This is an optimization exercise on Yosys and OpenROAD, whose aim is small area, not a production implementation.
Function was checked by simulation only, so behaviour that the tests miss may differ from the original.

==> run Y <==
==> flow/design.v <==
`default_nettype none
package sketch_pkg;
        localparam int KMER_W = 98;
        localparam int TAP_W  = 80;
        localparam int ROW_W  = 64;
        localparam int CNT_W  = 2;
        localparam int SIG_W  = 32;
        localparam int POS_LSB = 90;
        localparam int POS_LIMIT = 212;
        typedef logic [KMER_W-1:0] kmer_t;
        typedef logic [TAP_W-1:0]  taps_t;
        typedef logic [7:0]        pos_t;
        typedef logic [ROW_W-1:0]  row_t;
        typedef logic [6:0]        row_addr_t;      
        typedef logic [4:0]        cnt_idx_t;       
        typedef logic [5:0]        bit_off_t;
        typedef logic [SIG_W-1:0]  sig_t;
        localparam row_addr_t ADDR_SEED = 7'b0101101;
        localparam cnt_idx_t  IDX_SEED1 = 5'b00101;
        localparam cnt_idx_t  IDX_SEED2 = 5'b11001;
        localparam cnt_idx_t  IDX_SEED3 = 5'b01101;
        localparam cnt_idx_t  IDX_SEED4 = 5'b01011;
        localparam logic [7*7-1:0] ADDR_TAPS = {7'd5, 7'd20, 7'd45, 7'd67, 7'd17, 7'd72, 7'd36};
        localparam logic [4*5*7-1:0] IDX_TAPS = {
                7'd15, 7'd51, 7'd25, 7'd50, 7'd31,
                7'd9,  7'd44, 7'd58, 7'd13, 7'd66,
                7'd40, 7'd24, 7'd55, 7'd20, 7'd60,
                7'd15, 7'd30, 7'd5,  7'd61, 7'd45
        };
endpackage
`default_nettype wire
`timescale 1ns/1ps
`default_nettype none
module sketch_top (
        input  wire logic                  clk,
        input  wire logic                  reset,
        input  wire logic                  en_hash,
        input  wire logic                  read_add,
        input  wire logic                  get_row,
        input  wire logic                  set_row,
        input  wire sketch_pkg::kmer_t     kmer,
        input  wire sketch_pkg::row_t      row_rd1,
        input  wire sketch_pkg::row_t      row_rd2,
        input  wire sketch_pkg::row_t      row_rd3,
        input  wire sketch_pkg::row_t      row_rd4,
        input  wire sketch_pkg::row_t      bucket_rd,
        output sketch_pkg::row_addr_t      row_addr,
        output sketch_pkg::row_addr_t      bucket_addr,
        output sketch_pkg::row_t           row_wr1,
        output sketch_pkg::row_t           row_wr2,
        output sketch_pkg::row_t           row_wr3,
        output sketch_pkg::row_t           row_wr4,
        output sketch_pkg::row_t           bucket_wr
);
        sketch_pkg::taps_t     taps;
        sketch_pkg::pos_t      position;
        sketch_pkg::taps_t     mixed;
        logic [26:0]           next_hash;
        logic [26:0]           hash_q, hash_d;
        logic [26:0]           sig_q, sig_d;
        logic                  sig_v;
        sketch_pkg::row_addr_t row_addr_d, bucket_addr_d;
        sketch_pkg::row_t      inc_row1, inc_row2, inc_row3, inc_row4, cap_bucket;
        sketch_pkg::row_t      inc1_d, inc2_d, inc3_d, inc4_d, cap_bucket_d;
        logic                  cap_v;
        sketch_pkg::row_t      wr1_d, wr2_d, wr3_d, wr4_d, bwr_d;
        assign taps     = kmer[sketch_pkg::TAP_W-1:0];
        assign position = kmer[sketch_pkg::KMER_W-1:sketch_pkg::POS_LSB];
        assign mixed = taps ^ {taps[sketch_pkg::TAP_W-2:0], 1'b0};
        always_comb begin
                for (int i = 0; i < 7; i++) begin
                        next_hash[26 - i] = mixed[sketch_pkg::ADDR_TAPS[(6 - i) * 7 +: 7]];
                end
                for (int n = 0; n < 4; n++) begin
                        for (int i = 0; i < 5; i++) begin
                                next_hash[19 - 5 * n - i] = mixed[sketch_pkg::IDX_TAPS[(19 - 5 * n - i) * 7 +: 7]];
                        end
                end
        end
        logic hash_ld, hash_hold, ra_ld, ra_hold, rd_ld, rd_hold;
        assign hash_ld   = en_hash;
        assign hash_hold = ~en_hash;
        assign ra_ld     = en_hash | read_add;
        assign ra_hold   = ~(en_hash | read_add);
        assign rd_ld     = read_add;
        assign rd_hold   = ~read_add;
        localparam logic [26:0] HASH_SEED = {sketch_pkg::ADDR_SEED, sketch_pkg::IDX_SEED1,
                                             sketch_pkg::IDX_SEED2, sketch_pkg::IDX_SEED3,
                                             sketch_pkg::IDX_SEED4};
        for (genvar i = 0; i < 27; i++) begin : g_hash
                if (i == 4) begin : g_dup
                        assign hash_q[i] = hash_q[19];
                        assign sig_q[i]  = sig_q[19];
                end else if (i == 2) begin : g_dup
                        assign hash_q[i] = hash_q[26];
                        assign sig_q[i]  = sig_q[26];
                end else begin : g_reg
                        and_or2 u_h (.a0(hash_ld), .b0(next_hash[i]), .a1(hash_hold), .b1(hash_q[i]), .y(hash_d[i]));
                        and_or2 u_s (.a0(rd_ld), .b0(hash_q[i]), .a1(rd_hold), .b1(sig_q[i]), .y(sig_d[i]));
                        always_ff @(posedge clk or negedge reset) begin
                                if (!reset) begin
                                        hash_q[i] <= HASH_SEED[i];
                                end else begin
                                        hash_q[i] <= hash_d[i];
                                end
                        end
                        always_ff @(posedge clk) begin
                                sig_q[i] <= sig_d[i];
                        end
                end
        end
        for (genvar i = 0; i < 7; i++) begin : g_addr
                and_or2 u_r (.a0(ra_ld), .b0(hash_q[20+i]), .a1(ra_hold), .b1(row_addr[i]), .y(row_addr_d[i]));
                and_or2 u_b (.a0(rd_ld), .b0(position[1+i]), .a1(rd_hold), .b1(bucket_addr[i]), .y(bucket_addr_d[i]));
        end
        always_ff @(posedge clk or negedge reset) begin
                if (!reset) begin
                        row_addr    <= '0;
                        bucket_addr <= '0;
                        sig_v       <= 1'b0;
                end else begin
                        row_addr    <= row_addr_d;
                        bucket_addr <= bucket_addr_d;
                        sig_v       <= sig_v | read_add;
                end
        end
        logic [31:0] gsel1, gsel2, gsel3, gsel4;
        logic        cap_ld, cap_hold;
        assign cap_ld   = get_row;
        assign cap_hold = ~get_row;
        assign gsel1 = {31'b0, get_row} << hash_q[19:15];
        assign gsel2 = {31'b0, get_row} << hash_q[14:10];
        assign gsel3 = {31'b0, get_row} << hash_q[9:5];
        assign gsel4 = {31'b0, get_row} << hash_q[4:0];
        for (genvar i = 0; i < 32; i++) begin : g_cap
                cap_cnt u1 (.ld(cap_ld), .hold(cap_hold), .sel(gsel1[i]), .c(row_rd1[2*i +: 2]),
                            .q(inc_row1[2*i +: 2]), .d(inc1_d[2*i +: 2]));
                cap_cnt u2 (.ld(cap_ld), .hold(cap_hold), .sel(gsel2[i]), .c(row_rd2[2*i +: 2]),
                            .q(inc_row2[2*i +: 2]), .d(inc2_d[2*i +: 2]));
                cap_cnt u3 (.ld(cap_ld), .hold(cap_hold), .sel(gsel3[i]), .c(row_rd3[2*i +: 2]),
                            .q(inc_row3[2*i +: 2]), .d(inc3_d[2*i +: 2]));
                cap_cnt u4 (.ld(cap_ld), .hold(cap_hold), .sel(gsel4[i]), .c(row_rd4[2*i +: 2]),
                            .q(inc_row4[2*i +: 2]), .d(inc4_d[2*i +: 2]));
        end
        logic bk_rd_hi, bk_rd_lo, bk_sig_hi, bk_sig_lo;
        assign bk_rd_hi  = get_row & position[0];
        assign bk_rd_lo  = get_row & ~position[0];
        assign bk_sig_hi = get_row & ~position[0] & sig_v;
        assign bk_sig_lo = get_row & position[0] & sig_v;
        for (genvar i = 0; i < 32; i++) begin : g_bucket
                if (i < 27) begin : g_sig
                        and_or3 u_hi (.a0(bk_rd_hi), .b0(bucket_rd[32+i]), .a1(bk_sig_hi), .b1(sig_q[i]),
                                      .a2(cap_hold), .b2(cap_bucket[32+i]), .y(cap_bucket_d[32+i]));
                        and_or3 u_lo (.a0(bk_rd_lo), .b0(bucket_rd[i]), .a1(bk_sig_lo), .b1(sig_q[i]),
                                      .a2(cap_hold), .b2(cap_bucket[i]), .y(cap_bucket_d[i]));
                end else begin : g_zero
                        and_or2 u_hi (.a0(bk_rd_hi), .b0(bucket_rd[32+i]), .a1(cap_hold), .b1(cap_bucket[32+i]),
                                      .y(cap_bucket_d[32+i]));
                        and_or2 u_lo (.a0(bk_rd_lo), .b0(bucket_rd[i]), .a1(cap_hold), .b1(cap_bucket[i]),
                                      .y(cap_bucket_d[i]));
                end
        end
        always_ff @(posedge clk) begin
                inc_row1   <= inc1_d;
                inc_row2   <= inc2_d;
                inc_row3   <= inc3_d;
                inc_row4   <= inc4_d;
                cap_bucket <= cap_bucket_d;
        end
        always_ff @(posedge clk or negedge reset) begin
                if (!reset) begin
                        cap_v <= 1'b0;
                end else begin
                        cap_v <= cap_v | get_row;
                end
        end
        logic wr_ok, ld_cap, ld_init, wb_hold;
        assign wr_ok   = set_row && (position < sketch_pkg::POS_LIMIT);
        assign ld_cap  = wr_ok & cap_v;
        assign ld_init = wr_ok & ~cap_v;
        assign wb_hold = ~wr_ok;
        for (genvar i = 0; i < 64; i++) begin : g_wb
                if (i == 0) begin : g_one
                        and_or2_or u1 (.a0(ld_cap), .b0(inc_row1[i]), .a1(wb_hold), .b1(row_wr1[i]), .c(ld_init), .y(wr1_d[i]));
                        and_or2_or u2 (.a0(ld_cap), .b0(inc_row2[i]), .a1(wb_hold), .b1(row_wr2[i]), .c(ld_init), .y(wr2_d[i]));
                        and_or2_or u3 (.a0(ld_cap), .b0(inc_row3[i]), .a1(wb_hold), .b1(row_wr3[i]), .c(ld_init), .y(wr3_d[i]));
                        and_or2_or u4 (.a0(ld_cap), .b0(inc_row4[i]), .a1(wb_hold), .b1(row_wr4[i]), .c(ld_init), .y(wr4_d[i]));
                end else begin : g_cnt
                        and_or2 u1 (.a0(ld_cap), .b0(inc_row1[i]), .a1(wb_hold), .b1(row_wr1[i]), .y(wr1_d[i]));
                        and_or2 u2 (.a0(ld_cap), .b0(inc_row2[i]), .a1(wb_hold), .b1(row_wr2[i]), .y(wr2_d[i]));
                        and_or2 u3 (.a0(ld_cap), .b0(inc_row3[i]), .a1(wb_hold), .b1(row_wr3[i]), .y(wr3_d[i]));
                        and_or2 u4 (.a0(ld_cap), .b0(inc_row4[i]), .a1(wb_hold), .b1(row_wr4[i]), .y(wr4_d[i]));
                end
                and_or2 ub (.a0(ld_cap), .b0(cap_bucket[i]), .a1(wb_hold), .b1(bucket_wr[i]), .y(bwr_d[i]));
        end
        always_ff @(posedge clk or negedge reset) begin
                if (!reset) begin
                        row_wr1   <= '0;
                        row_wr2   <= '0;
                        row_wr3   <= '0;
                        row_wr4   <= '0;
                        bucket_wr <= '0;
                end else begin
                        row_wr1   <= wr1_d;
                        row_wr2   <= wr2_d;
                        row_wr3   <= wr3_d;
                        row_wr4   <= wr4_d;
                        bucket_wr <= bwr_d;
                end
        end
endmodule
module cap_cnt (
        input  wire logic       ld,
        input  wire logic       hold,
        input  wire logic       sel,
        input  wire logic [1:0] c,
        input  wire logic [1:0] q,
        output logic      [1:0] d
);
        assign d[1] = (ld & c[1]) | (sel & c[0]) | (hold & q[1]);
        assign d[0] = sel ? (c[1] | ~c[0]) : ((ld & c[0]) | (hold & q[0]));
endmodule
module and_or2 (
        input  wire logic a0,
        input  wire logic b0,
        input  wire logic a1,
        input  wire logic b1,
        output logic      y
);
        assign y = (a0 & b0) | (a1 & b1);
endmodule
module and_or3 (
        input  wire logic a0,
        input  wire logic b0,
        input  wire logic a1,
        input  wire logic b1,
        input  wire logic a2,
        input  wire logic b2,
        output logic      y
);
        assign y = (a0 & b0) | (a1 & b1) | (a2 & b2);
endmodule
module and_or2_or (
        input  wire logic a0,
        input  wire logic b0,
        input  wire logic a1,
        input  wire logic b1,
        input  wire logic c,
        output logic      y
);
        assign y = (a0 & b0) | (a1 & b1) | c;
endmodule
`default_nettype wire
==> flow/flow/run.sh <==
#!/bin/bash
# The standard synthesis, then its standard layout with three changes:
# the smallest buffer (buf_1) as the port buffer; a clock tree of clkbuf_4
# cells driving clusters of at most 10 flip-flops, without dummy loads; and
# no buffer larger than buf_4 for the repair of high-fanout nets. make's
# output goes to synth_make.log and flow_make.log; each ORFS step keeps its
# own log under orfs/logs.
set -euo pipefail
bash standard.sh synth > synth_make.log 2>&1
export BUFFER_PORTS_ARGS="-buffer_cell sky130_fd_sc_hd__buf_1"
export CTS_ARGS="-sink_clustering_enable -repair_clock_nets -dont_use_dummy_load -buf_list {sky130_fd_sc_hd__clkbuf_4} -sink_clustering_size 10 -sink_clustering_max_diameter 50"
# The platform's don't-use cells, plus the large buffers
platform_dont_use=$(sed -n '/^export DONT_USE_CELLS/,/^#/p' "$FLOW_HOME/platforms/sky130hd/config.mk" \
  | grep -o 'sky130_fd_sc_hd__[A-Za-z0-9_]*' | tr '\n' ' ')
big_buffers="sky130_fd_sc_hd__buf_6 sky130_fd_sc_hd__buf_8 sky130_fd_sc_hd__buf_12 sky130_fd_sc_hd__buf_16"
big_buffers+=" sky130_fd_sc_hd__bufbuf_8 sky130_fd_sc_hd__bufbuf_16"
big_buffers+=" sky130_fd_sc_hd__clkdlybuf4s15_1 sky130_fd_sc_hd__clkdlybuf4s15_2 sky130_fd_sc_hd__clkdlybuf4s18_1 sky130_fd_sc_hd__clkdlybuf4s18_2"
big_buffers+=" sky130_fd_sc_hd__clkdlybuf4s25_1 sky130_fd_sc_hd__clkdlybuf4s25_2 sky130_fd_sc_hd__clkdlybuf4s50_1 sky130_fd_sc_hd__clkdlybuf4s50_2"
echo "DONT_USE_CELLS=$platform_dont_use $big_buffers" > dont_use.txt
bash standard.sh finish "DONT_USE_CELLS=$platform_dont_use $big_buffers" > flow_make.log 2>&1
==> flow/standard.sh <==
#!/bin/bash
# synth_recipe.tcl (not shown) runs the flow's synth.tcl, then flattens the netlist and writes it again
# the make line also repeats each setting of config.mk as NAME=value (left out here)
make -C /OpenROAD-flow-scripts/flow DESIGN_CONFIG=/design/flow/config.mk WORK_HOME=/design/flow/orfs CLKGATE_MAP_FILE= SYNTH_SCRIPT=/design/flow/synth_recipe.tcl "${@:-finish}"
==> flow/config.mk <==
export PLATFORM = sky130hd
export DESIGN_NAME = sketch_top
export DESIGN_NICKNAME = sketch_top
export VERILOG_FILES = /design/flow/design.v
export SDC_FILE = /design/flow/constraint.sdc
export NUM_CORES = 4
export LEC_CHECK = 0
export CAP_MARGIN = 20
export CORE_MARGIN = 2
export CORE_UTILIZATION = 40
export PLACE_DENSITY = 0.8
export SLEW_MARGIN = 20
export SYNTH_HIERARCHICAL = 1
==> flow/constraint.sdc <==
create_clock -name core_clock -period 4.0 [get_ports {clk}]
set_input_delay 0.8000 -clock core_clock [delete_from_list [all_inputs] [get_ports {clk}]]
set_output_delay 0.8000 -clock core_clock [all_outputs]
set_load 0.01 [all_outputs]
==> inputs of run D, as changes to run Y <==
--- a/flow/design.v
+++ b/flow/design.v
@@ -84,30 +84,9 @@
         assign ra_hold   = ~(en_hash | read_add);
         assign rd_ld     = read_add;
         assign rd_hold   = ~read_add;
-        localparam logic [26:0] HASH_SEED = {sketch_pkg::ADDR_SEED, sketch_pkg::IDX_SEED1,
-                                             sketch_pkg::IDX_SEED2, sketch_pkg::IDX_SEED3,
-                                             sketch_pkg::IDX_SEED4};
         for (genvar i = 0; i < 27; i++) begin : g_hash
-                if (i == 4) begin : g_dup
-                        assign hash_q[i] = hash_q[19];
-                        assign sig_q[i]  = sig_q[19];
-                end else if (i == 2) begin : g_dup
-                        assign hash_q[i] = hash_q[26];
-                        assign sig_q[i]  = sig_q[26];
-                end else begin : g_reg
-                        and_or2 u_h (.a0(hash_ld), .b0(next_hash[i]), .a1(hash_hold), .b1(hash_q[i]), .y(hash_d[i]));
-                        and_or2 u_s (.a0(rd_ld), .b0(hash_q[i]), .a1(rd_hold), .b1(sig_q[i]), .y(sig_d[i]));
-                        always_ff @(posedge clk or negedge reset) begin
-                                if (!reset) begin
-                                        hash_q[i] <= HASH_SEED[i];
-                                end else begin
-                                        hash_q[i] <= hash_d[i];
-                                end
-                        end
-                        always_ff @(posedge clk) begin
-                                sig_q[i] <= sig_d[i];
-                        end
-                end
+                and_or2 u_h (.a0(hash_ld), .b0(next_hash[i]), .a1(hash_hold), .b1(hash_q[i]), .y(hash_d[i]));
+                and_or2 u_s (.a0(rd_ld), .b0(hash_q[i]), .a1(rd_hold), .b1(sig_q[i]), .y(sig_d[i]));
         end
         for (genvar i = 0; i < 7; i++) begin : g_addr
                 and_or2 u_r (.a0(ra_ld), .b0(hash_q[20+i]), .a1(ra_hold), .b1(row_addr[i]), .y(row_addr_d[i]));
@@ -115,14 +94,20 @@
         end
         always_ff @(posedge clk or negedge reset) begin
                 if (!reset) begin
+                        hash_q      <= {sketch_pkg::ADDR_SEED, sketch_pkg::IDX_SEED1, sketch_pkg::IDX_SEED2,
+                                        sketch_pkg::IDX_SEED3, sketch_pkg::IDX_SEED4};
                         row_addr    <= '0;
                         bucket_addr <= '0;
                         sig_v       <= 1'b0;
                 end else begin
+                        hash_q      <= hash_d;
                         row_addr    <= row_addr_d;
                         bucket_addr <= bucket_addr_d;
                         sig_v       <= sig_v | read_add;
                 end
+        end
+        always_ff @(posedge clk) begin
+                sig_q <= sig_d;
         end
         logic [31:0] gsel1, gsel2, gsel3, gsel4;
         logic        cap_ld, cap_hold;
==> flow/run.sh (new file) <==
#!/bin/bash
# synth_recipe.tcl (not shown) runs the flow's synth.tcl, then flattens the netlist and writes it again
# the make line also repeats each setting of config.mk as NAME=value (left out here)
make -C /OpenROAD-flow-scripts/flow DESIGN_CONFIG=/design/flow/config.mk WORK_HOME=/design/flow/orfs CLKGATE_MAP_FILE= SYNTH_SCRIPT=/design/flow/synth_recipe.tcl finish
- CORE_UTILIZATION: 40 -> 70
- PLACE_DENSITY: 0.8 -> unset
removed: flow/flow/run.sh
removed: flow/standard.sh
==> comparison table <==
quantity	run D	run Y
Share of the synthesized area in compound gates (AO/OA/AOI/OAI)	28.2%	28.2%
Synth warnings	7	11
Summed instance area of the synthesized netlist	25700 um^2	25600 um^2
Starting density of the core	70.6%	40.5%
Adder-cell area share of the yosys netlist	0%	0%
Library cell occupying the most area in the post-synthesis netlist	sky130_fd_sc_hd__dfrtp_1	sky130_fd_sc_hd__dfrtp_1
EDFF count, synth	0	0
Syn Nets	2513	2512
Die span in x	196 um	257 um
Synthesized-area fraction occupied by and/or/nand/nor cells	3.77%	3.81%
Share of async-settable or async-resettable flops after synthesis	51.1%	51.1%
Y dimension of the die	196 um	257 um
Library cell with the highest instance count after synthesis	sky130_fd_sc_hd__a22o_1	sky130_fd_sc_hd__a22o_1
Result of the run	stopped before the end	finished clean
Stage where the flow stopped	I/O pin placement (3_2_place_iop)	-
Mux contribution to synthesized area	0%	0%
Post-synthesis average cell area	12.3 um^2	12.3 um^2
Cell variety after synth	36	30
Number of storage elements in the synthesis netlist	710	706
Proportion of netlist area held by the largest area contributor	33.8%	33.8%
Prevailing post-synth register cell	sky130_fd_sc_hd__dfrtp_1	sky130_fd_sc_hd__dfrtp_1
Post-synthesis cell count	2089	2088
XOR/XNOR share of the synthesized area	0.783%	0.787%
Floorplan row count	70	92
Seq/Total Area, Yosys	62.4%	62.3%

==> port drivers added, routing unchanged <==
The flow's constraints put no driver on any port. The routed layout listed below was extracted and timed again, unchanged, in two steps.
Step 1 (the two cells are an assumption about what drives the block):
set clk [get_ports {clk}]
set_driving_cell -lib_cell sky130_fd_sc_hd__clkbuf_16 $clk
set_driving_cell -lib_cell sky130_fd_sc_hd__buf_2 [delete_from_list [all_inputs] $clk]
Step 2 also shifts input and output timing later by t, the mid clock arrival at the registers, as if the neighbouring blocks saw the same clock.
a / b / c = no drivers / after step 1 / after step 2; a / b = the first two.
run: run Y
t, ns: 0.855
slack for setup (ns): 1.641 / 1.586 / 0.844
worst setup path after step 2: input to register
worst slew at a driven data input, ns: 0.10
After both steps run Y still meets setup and hold. The setup slack of run Y moves by -0.055 ns with the drivers and by -0.797 ns with both steps.
